Background: an optimization exercise with open tools, aiming at small area. Do not read the settings as production practice.
At most, simulation tests tie the RTL to the original design; equivalence was not proved.
No activity file was given, so power comes from the tool's default toggle rates.

Setup of harbor:
==> flow/design.v <==
module axi_dma_mc_sched #(
  parameter int NUM_CH     = 4,
  parameter int AXI_ADDR_W = 32,
  parameter int AXI_DATA_W = 128,
  parameter int LEN_W      = 24,
  parameter int MAX_BURST  = 16,
  parameter int MAX_OUT    = 8
) (
  input  logic                   clk,
  input  logic                   rst_n,
  input  logic [NUM_CH-1:0]            ch_req_valid,
  output logic [NUM_CH-1:0]            ch_req_ready,
  input  logic [NUM_CH*AXI_ADDR_W-1:0] ch_req_src,
  input  logic [NUM_CH*AXI_ADDR_W-1:0] ch_req_dst,
  input  logic [NUM_CH*LEN_W-1:0]      ch_req_len,
  output logic                         cmd_valid,
  input  logic                         cmd_ready,
  output logic [((NUM_CH > 1) ? $clog2(NUM_CH) : 1)-1:0] cmd_ch,
  output logic [AXI_ADDR_W-1:0]        cmd_src,
  output logic [AXI_ADDR_W-1:0]        cmd_dst,
  output logic [7:0]                   cmd_len,
  output logic                         cmd_last,
  input  logic                         cpl_valid,
  input  logic [((NUM_CH > 1) ? $clog2(NUM_CH) : 1)-1:0] cpl_ch,
  input  logic                         cpl_err,
  output logic [NUM_CH-1:0]      ch_busy,
  output logic [NUM_CH-1:0]      ch_done,
  output logic [NUM_CH-1:0]      ch_err,
  input  logic [NUM_CH-1:0]      intr_en,
  input  logic [NUM_CH-1:0]      intr_clr,
  output logic                   intr_pend,
  output logic                   proto_err
);
  localparam int AW = 28;
  localparam int RW = 20;
  logic [3:0]    busy_q, iss_q, done_q, err_q, stat_q;
  logic [3:0]    out_q [4];
  logic          intr_pend_q, proto_err_q, cmd_valid_q;
  logic [1:0]    ptr_q;
  logic [AW-1:0] src_q [4];
  logic [AW-1:0] dst_q [4];
  logic [RW-1:0] rem_q [4];
  logic [AW-1:0] cmd_src_q, cmd_dst_q;
  logic [3:0]    cmd_len_q;
  logic          cmd_last_q;
  logic [3:0] elig, gnt;
  logic [1:0] gnt_idx;
  logic       any_elig, take, load;
  always_comb begin
    for (int i = 0; i < 4; i++) elig[i] = iss_q[i] & ~out_q[i][3];
  end
  always_comb begin
    case (ptr_q)
      2'd0: gnt = elig[1] ? 4'b0010 : elig[2] ? 4'b0100 : elig[3] ? 4'b1000 : {3'b000, elig[0]};
      2'd1: gnt = elig[2] ? 4'b0100 : elig[3] ? 4'b1000 : elig[0] ? 4'b0001 : {2'b00, elig[1], 1'b0};
      2'd2: gnt = elig[3] ? 4'b1000 : elig[0] ? 4'b0001 : elig[1] ? 4'b0010 : {1'b0, elig[2], 2'b00};
      default: gnt = elig[0] ? 4'b0001 : elig[1] ? 4'b0010 : elig[2] ? 4'b0100 : {elig[3], 3'b000};
    endcase
    gnt_idx  = {gnt[3] | gnt[2], gnt[3] | gnt[1]};
    any_elig = |elig;
  end
  assign take = ~cmd_valid_q | cmd_ready;
  assign load = any_elig & take;
  logic [3:0] sel;
  assign sel = gnt & {4{take}};
  logic [AW-1:0] s_src, s_dst, n_src, n_dst;
  logic [RW-1:0] s_rem, n_rem;
  logic [3:0]    s_m1, d_m1, r_m1, m1;
  logic          r_small, c_sd, c_sr, c_dr, pick_s, pick_d, pick_r, last, pg_s, pg_d;
  logic [4:0]    s_lo, d_lo, r_lo;
  logic [AW-5:0] s_hi_inc, d_hi_inc;
  logic [RW-5:0] r_hi_dec;
  always_comb begin
    s_src = '0;
    s_dst = '0;
    s_rem = '0;
    for (int i = 0; i < 4; i++) begin
      s_src = s_src | ({AW{sel[i]}} & ~src_q[i]);
      s_dst = s_dst | ({AW{sel[i]}} & ~dst_q[i]);
      s_rem = s_rem | ({RW{sel[i]}} & ~rem_q[i]);
    end
    s_m1    = (s_src[7:4] == 4'hF) ? ~s_src[3:0] : 4'hF;
    d_m1    = (s_dst[7:4] == 4'hF) ? ~s_dst[3:0] : 4'hF;
    r_m1    = (s_rem[RW-1:4] == '0) ? (s_rem[3:0] - 4'd1) : 4'hF;
    r_small = (s_rem[RW-1:5] == '0) && (!s_rem[4] || (s_rem[3:0] == 4'd0));
    c_sd    = (s_m1 <= d_m1);
    c_sr    = (s_m1 < r_m1);
    c_dr    = (d_m1 < r_m1);
    pick_s  = c_sd & c_sr;
    pick_d  = ~c_sd & c_dr;
    pick_r  = ~(pick_s | pick_d);
    m1      = ({4{pick_s}} & s_m1) | ({4{pick_d}} & d_m1) | ({4{pick_r}} & r_m1);
    last    = r_small & pick_r;
    pg_s    = (s_src[7:4] == 4'hF) & c_sd & ~(r_m1 < s_m1);
    pg_d    = (s_dst[7:4] == 4'hF) & ~c_sd & c_dr | (s_dst[7:4] == 4'hF) & (d_m1 == s_m1) & ~(r_m1 < d_m1);
    n_src   = {s_src[AW-1:8] + {{(AW-9){1'b0}}, pg_s}, s_src[7:0] + {4'd0, m1} + 8'd1};
    n_dst   = {s_dst[AW-1:8] + {{(AW-9){1'b0}}, pg_d}, s_dst[7:0] + {4'd0, m1} + 8'd1};
    n_rem   = s_rem - {{(RW-4){1'b0}}, m1} - 1'b1;
  end
  always_ff @(posedge clk) begin
    for (int i = 0; i < 4; i++) begin
      logic ld, up, hd;
      ld = ~busy_q[i];
      up = sel[i];
      hd = busy_q[i] & ~sel[i];
      src_q[i] <= ~(({AW{ld}} & ch_req_src[i*32+4 +: AW]) | ({AW{up}} & n_src) | ({AW{hd}} & ~src_q[i]));
      dst_q[i] <= ~(({AW{ld}} & ch_req_dst[i*32+4 +: AW]) | ({AW{up}} & n_dst) | ({AW{hd}} & ~dst_q[i]));
      rem_q[i] <= ~(({RW{ld}} & ch_req_len[i*24+4 +: RW]) | ({RW{up}} & n_rem) | ({RW{hd}} & ~rem_q[i]));
    end
  end
  always_ff @(posedge clk) begin
    cmd_src_q  <= s_src | ({AW{~take}} & cmd_src_q);
    cmd_dst_q  <= s_dst | ({AW{~take}} & cmd_dst_q);
    cmd_len_q  <= ({4{take}} & m1) | ({4{~take}} & cmd_len_q);
    cmd_last_q <= (take & last) | (~take & cmd_last_q);
  end
  logic [3:0] cpl_hit, dec, acc, zlen, issue_now, cnt_up, cnt_dn;
  logic [3:0] out_d [4];
  logic [3:0] stat_d;
  always_comb begin
    for (int i = 0; i < 4; i++) begin
      cpl_hit[i]   = cpl_valid && (cpl_ch == 2'(i));
      dec[i]       = cpl_hit[i] && (out_q[i] != 4'd0);
      acc[i]       = ~busy_q[i] & ch_req_valid[i];
      zlen[i]      = (ch_req_len[i*24+4 +: RW] == '0);
      issue_now[i] = sel[i];
      cnt_up[i]    = issue_now[i] & ~dec[i];
      cnt_dn[i]    = dec[i] & ~issue_now[i];
      out_d[i][0]  = out_q[i][0] ^ (cnt_up[i] | cnt_dn[i]);
      out_d[i][1]  = out_q[i][1] ^ (cnt_up[i] & out_q[i][0] | cnt_dn[i] & ~out_q[i][0]);
      out_d[i][2]  = out_q[i][2] ^ (cnt_up[i] & (&out_q[i][1:0]) | cnt_dn[i] & ~(|out_q[i][1:0]));
      out_d[i][3]  = out_q[i][3] ^ (cnt_up[i] & (&out_q[i][2:0]) | cnt_dn[i] & ~(|out_q[i][2:0]));
      stat_d[i]    = (stat_q[i] & ~intr_clr[i]) | done_q[i];
    end
  end
  always_ff @(posedge clk or negedge rst_n) begin
    if (!rst_n) begin
      busy_q      <= '0;
      iss_q       <= '0;
      done_q      <= '0;
      err_q       <= '0;
      stat_q      <= '0;
      for (int i = 0; i < 4; i++) out_q[i] <= '0;
      intr_pend_q <= 1'b0;
      proto_err_q <= 1'b0;
      cmd_valid_q <= 1'b0;
      ptr_q       <= 2'd0;
    end else begin
      for (int i = 0; i < 4; i++) begin
        out_q[i] <= out_d[i];
        err_q[i] <= acc[i] ? 1'b0 : (err_q[i] | (dec[i] & cpl_err));
        if (!busy_q[i]) begin
          busy_q[i] <= ch_req_valid[i];
          iss_q[i]  <= ch_req_valid[i] & ~zlen[i];
          done_q[i] <= ch_req_valid[i] & zlen[i];
        end else if (iss_q[i]) begin
          if (issue_now[i] && last) iss_q[i] <= 1'b0;
          done_q[i] <= 1'b0;
        end else begin
          if (done_q[i]) begin
            busy_q[i] <= 1'b0;
            done_q[i] <= 1'b0;
          end else begin
            done_q[i] <= (out_q[i] == 4'd0) | ((out_q[i] == 4'd1) & cpl_hit[i]);
          end
        end
      end
      stat_q      <= stat_d;
      intr_pend_q <= |(stat_d & intr_en);
      proto_err_q <= proto_err_q | (|(cpl_hit & ~dec));
      if (take) cmd_valid_q <= any_elig;
      if (load) ptr_q <= gnt_idx;
    end
  end
  assign ch_req_ready = ~busy_q;
  assign ch_busy      = busy_q;
  assign ch_done      = done_q;
  assign ch_err       = err_q;
  assign intr_pend    = intr_pend_q;
  assign proto_err    = proto_err_q;
  assign cmd_valid    = cmd_valid_q;
  assign cmd_ch       = ptr_q;
  assign cmd_src      = {cmd_src_q, 4'd0};
  assign cmd_dst      = {cmd_dst_q, 4'd0};
  assign cmd_len      = {4'd0, cmd_len_q};
  assign cmd_last     = cmd_last_q;
endmodule
==> flow/config.mk <==
export PLATFORM = sky130hd
export DESIGN_NAME = axi_dma_mc_sched
export DESIGN_NICKNAME = axi_dma_mc_sched
export VERILOG_FILES = /design/flow/design.v
export SDC_FILE = /design/flow/constraint.sdc
export NUM_CORES = 4
export LEC_CHECK = 0
export CAP_MARGIN = 20
export CORE_MARGIN = 2
export CORE_UTILIZATION = 60
export SLEW_MARGIN = 20
==> flow/constraint.sdc <==
create_clock -name core_clock -period 9.0 [get_ports {clk}]
set_input_delay 1.8000 -clock core_clock [delete_from_list [all_inputs] [get_ports {clk}]]
set_output_delay 1.8000 -clock core_clock [all_outputs]
set_load 0.01 [all_outputs]
standard.sh (not shown) runs the stock make flow with config.mk's settings and CLKGATE_MAP_FILE= SYNTH_SCRIPT=/design/flow/synth_recipe.tcl, a recipe that flattens the netlist after the stock synthesis.
==> flow/flow/run.sh <==
#!/bin/bash
# Own layout flow: the standard ORFS flow (standard.sh), with
#  - synthesis run unchanged except that ABC uses an area-oriented mapping script
#    (flow/abc_area.script) and Yosys does not pre-extract half/full adder cells, so
#    ABC maps that logic too. Registers are mapped by dfflibmap before ABC, so they
#    are the standard synthesis's registers, with the same names and cells;
#  - port buffers of the smallest buffer cell;
#  - a clock tree of clkbuf_8 cells, without dummy loads.
# Each tool's output goes to a log file of its own in the work folder.
set -euo pipefail
W=$(pwd)
rm -rf "$W/orfs_scripts"
cp -r "$FLOW_HOME/scripts" "$W/orfs_scripts"
cp "$W/flow/abc_area.script" "$W/orfs_scripts/abc_area.script"
bash standard.sh SCRIPTS_DIR="$W/orfs_scripts" ABC_AREA=1 ADDER_MAP_FILE= synth > "$W/flow_synth.log" 2>&1
source "$W/flow/knobs.sh"
bash standard.sh "${KNOBS[@]}" finish > "$W/flow_layout.log" 2>&1
==> flow/flow/abc_area.script <==
strash; &get -n; &fraig -x; &put; scorr; dc2; dretime; strash; &get -n; &dch -f; &nf -R 1000; &put; strash; dc2; &get -n; &dch -f; &nf -R 1000; &put; strash; &get -n; &dch -f; &nf -R 1000 -p; &put; topo
==> flow/flow/knobs.sh <==
KNOBS=(
  "BUFFER_PORTS_ARGS=-buffer_cell sky130_fd_sc_hd__buf_1"
  "CTS_ARGS=-sink_clustering_enable -repair_clock_nets -dont_use_dummy_load -sink_clustering_size 16 -sink_clustering_max_diameter 60 -buf_list {sky130_fd_sc_hd__clkbuf_8}"
  "REMOVE_ABC_BUFFERS=1"
)
Inputs modified between harbor and raven:
--- a/flow/design.v
+++ b/flow/design.v
@@ -64,11 +64,11 @@
   logic [3:0] sel;
   assign sel = gnt & {4{take}};
   logic [AW-1:0] s_src, s_dst, n_src, n_dst;
   logic [RW-1:0] s_rem, n_rem;
   logic [3:0]    s_m1, d_m1, r_m1, m1;
-  logic          r_small, c_sd, c_sr, c_dr, pick_s, pick_d, pick_r, last, pg_s, pg_d;
+  logic          r_small, c_sd, c_sr, c_dr, pick_s, pick_d, pick_r, last, pg_s, pg_d, rb;
   logic [4:0]    s_lo, d_lo, r_lo;
   logic [AW-5:0] s_hi_inc, d_hi_inc;
   logic [RW-5:0] r_hi_dec;
   always_comb begin
     s_src = '0;
@@ -93,11 +93,12 @@
     last    = r_small & pick_r;
     pg_s    = (s_src[7:4] == 4'hF) & c_sd & ~(r_m1 < s_m1);
     pg_d    = (s_dst[7:4] == 4'hF) & ~c_sd & c_dr | (s_dst[7:4] == 4'hF) & (d_m1 == s_m1) & ~(r_m1 < d_m1);
     n_src   = {s_src[AW-1:8] + {{(AW-9){1'b0}}, pg_s}, s_src[7:0] + {4'd0, m1} + 8'd1};
     n_dst   = {s_dst[AW-1:8] + {{(AW-9){1'b0}}, pg_d}, s_dst[7:0] + {4'd0, m1} + 8'd1};
-    n_rem   = s_rem - {{(RW-4){1'b0}}, m1} - 1'b1;
+    rb      = (s_rem[3:0] <= s_m1) & (s_rem[3:0] <= d_m1) & (s_rem[3:0] <= r_m1);
+    n_rem   = {s_rem[RW-1:4] - {{(RW-5){1'b0}}, rb}, s_rem[3:0] - m1 - 4'd1};
   end
   always_ff @(posedge clk) begin
     for (int i = 0; i < 4; i++) begin
       logic ld, up, hd;
       ld = ~busy_q[i];
@@ -109,12 +110,14 @@
     end
   end
   always_ff @(posedge clk) begin
     cmd_src_q  <= s_src | ({AW{~take}} & cmd_src_q);
     cmd_dst_q  <= s_dst | ({AW{~take}} & cmd_dst_q);
-    cmd_len_q  <= ({4{take}} & m1) | ({4{~take}} & cmd_len_q);
-    cmd_last_q <= (take & last) | (~take & cmd_last_q);
+    if (take) begin
+      cmd_len_q  <= m1;
+      cmd_last_q <= last;
+    end
   end
   logic [3:0] cpl_hit, dec, acc, zlen, issue_now, cnt_up, cnt_dn;
   logic [3:0] out_d [4];
   logic [3:0] stat_d;
   always_comb begin
Findings:
In the flow results for raven and harbor, the post-detailed-routing wire length is larger on raven. From harbor to raven, length of the first detailed-routing pass in iterations did not move at all. raven: slew at the pin with the worst max-slew slack is 0.053 ns lower than what harbor reported. raven vs harbor: largest net degree at the start of global routing down. Relative to harbor, the design area measured on raven has decreased slightly. When the final numbers for raven and harbor were put side by side, the overall power consumption turned out to be smaller in harbor. Changes observed in raven relative to harbor: non-clock inverter instance count of the final layout stayed essentially flat; share of the core filled with cells decreased by 0.68 points relative to the old numbers; setup slack of the worst register-to-register path decreased by 0.05 ns relative to the old numbers. Combinational power share: higher on raven. In the flow results for raven and harbor, the clock share of power is larger on harbor. Routed via count divided by cell count, raven and harbor: smaller value in harbor. raven against harbor; die area is up slightly.
The RTL of harbor was laid out without a check of its function.

-- separate check: timing with driven ports --
Ports are ideal in the flow. The routed layouts listed here were re-timed in OpenROAD. Step 1 assumes that a clkbuf_16 drives the clock port and a buf_2 every other input. Step 2, shift: input delay + t, output delay - t, t = (earliest + latest rising clock arrival at the registers) / 2. This alone moves slack from input paths to output paths. Three values: no drivers, after step 1, after step 2; two values: the first two.
run | t (ns) | setup WS [ns] | worst hold slack (ns) | worst setup path at the end | clock arrival spread, ns
harbor | 0.587 | 0.455 / 0.477 / -0.110 | 0.443 / 0.443 / 0.443 | input to register | 0.060 / 0.060
raven | 0.589 | 0.557 / 0.577 / -0.012 | 0.439 / 0.439 / 0.439 | input to register | 0.070 / 0.071
Met with ideal ports but missed after step 2: setup timing in harbor and raven. For raven, which loses most, drivers alone change the setup slack by +0.020 ns; drivers and shift together by -0.569 ns.
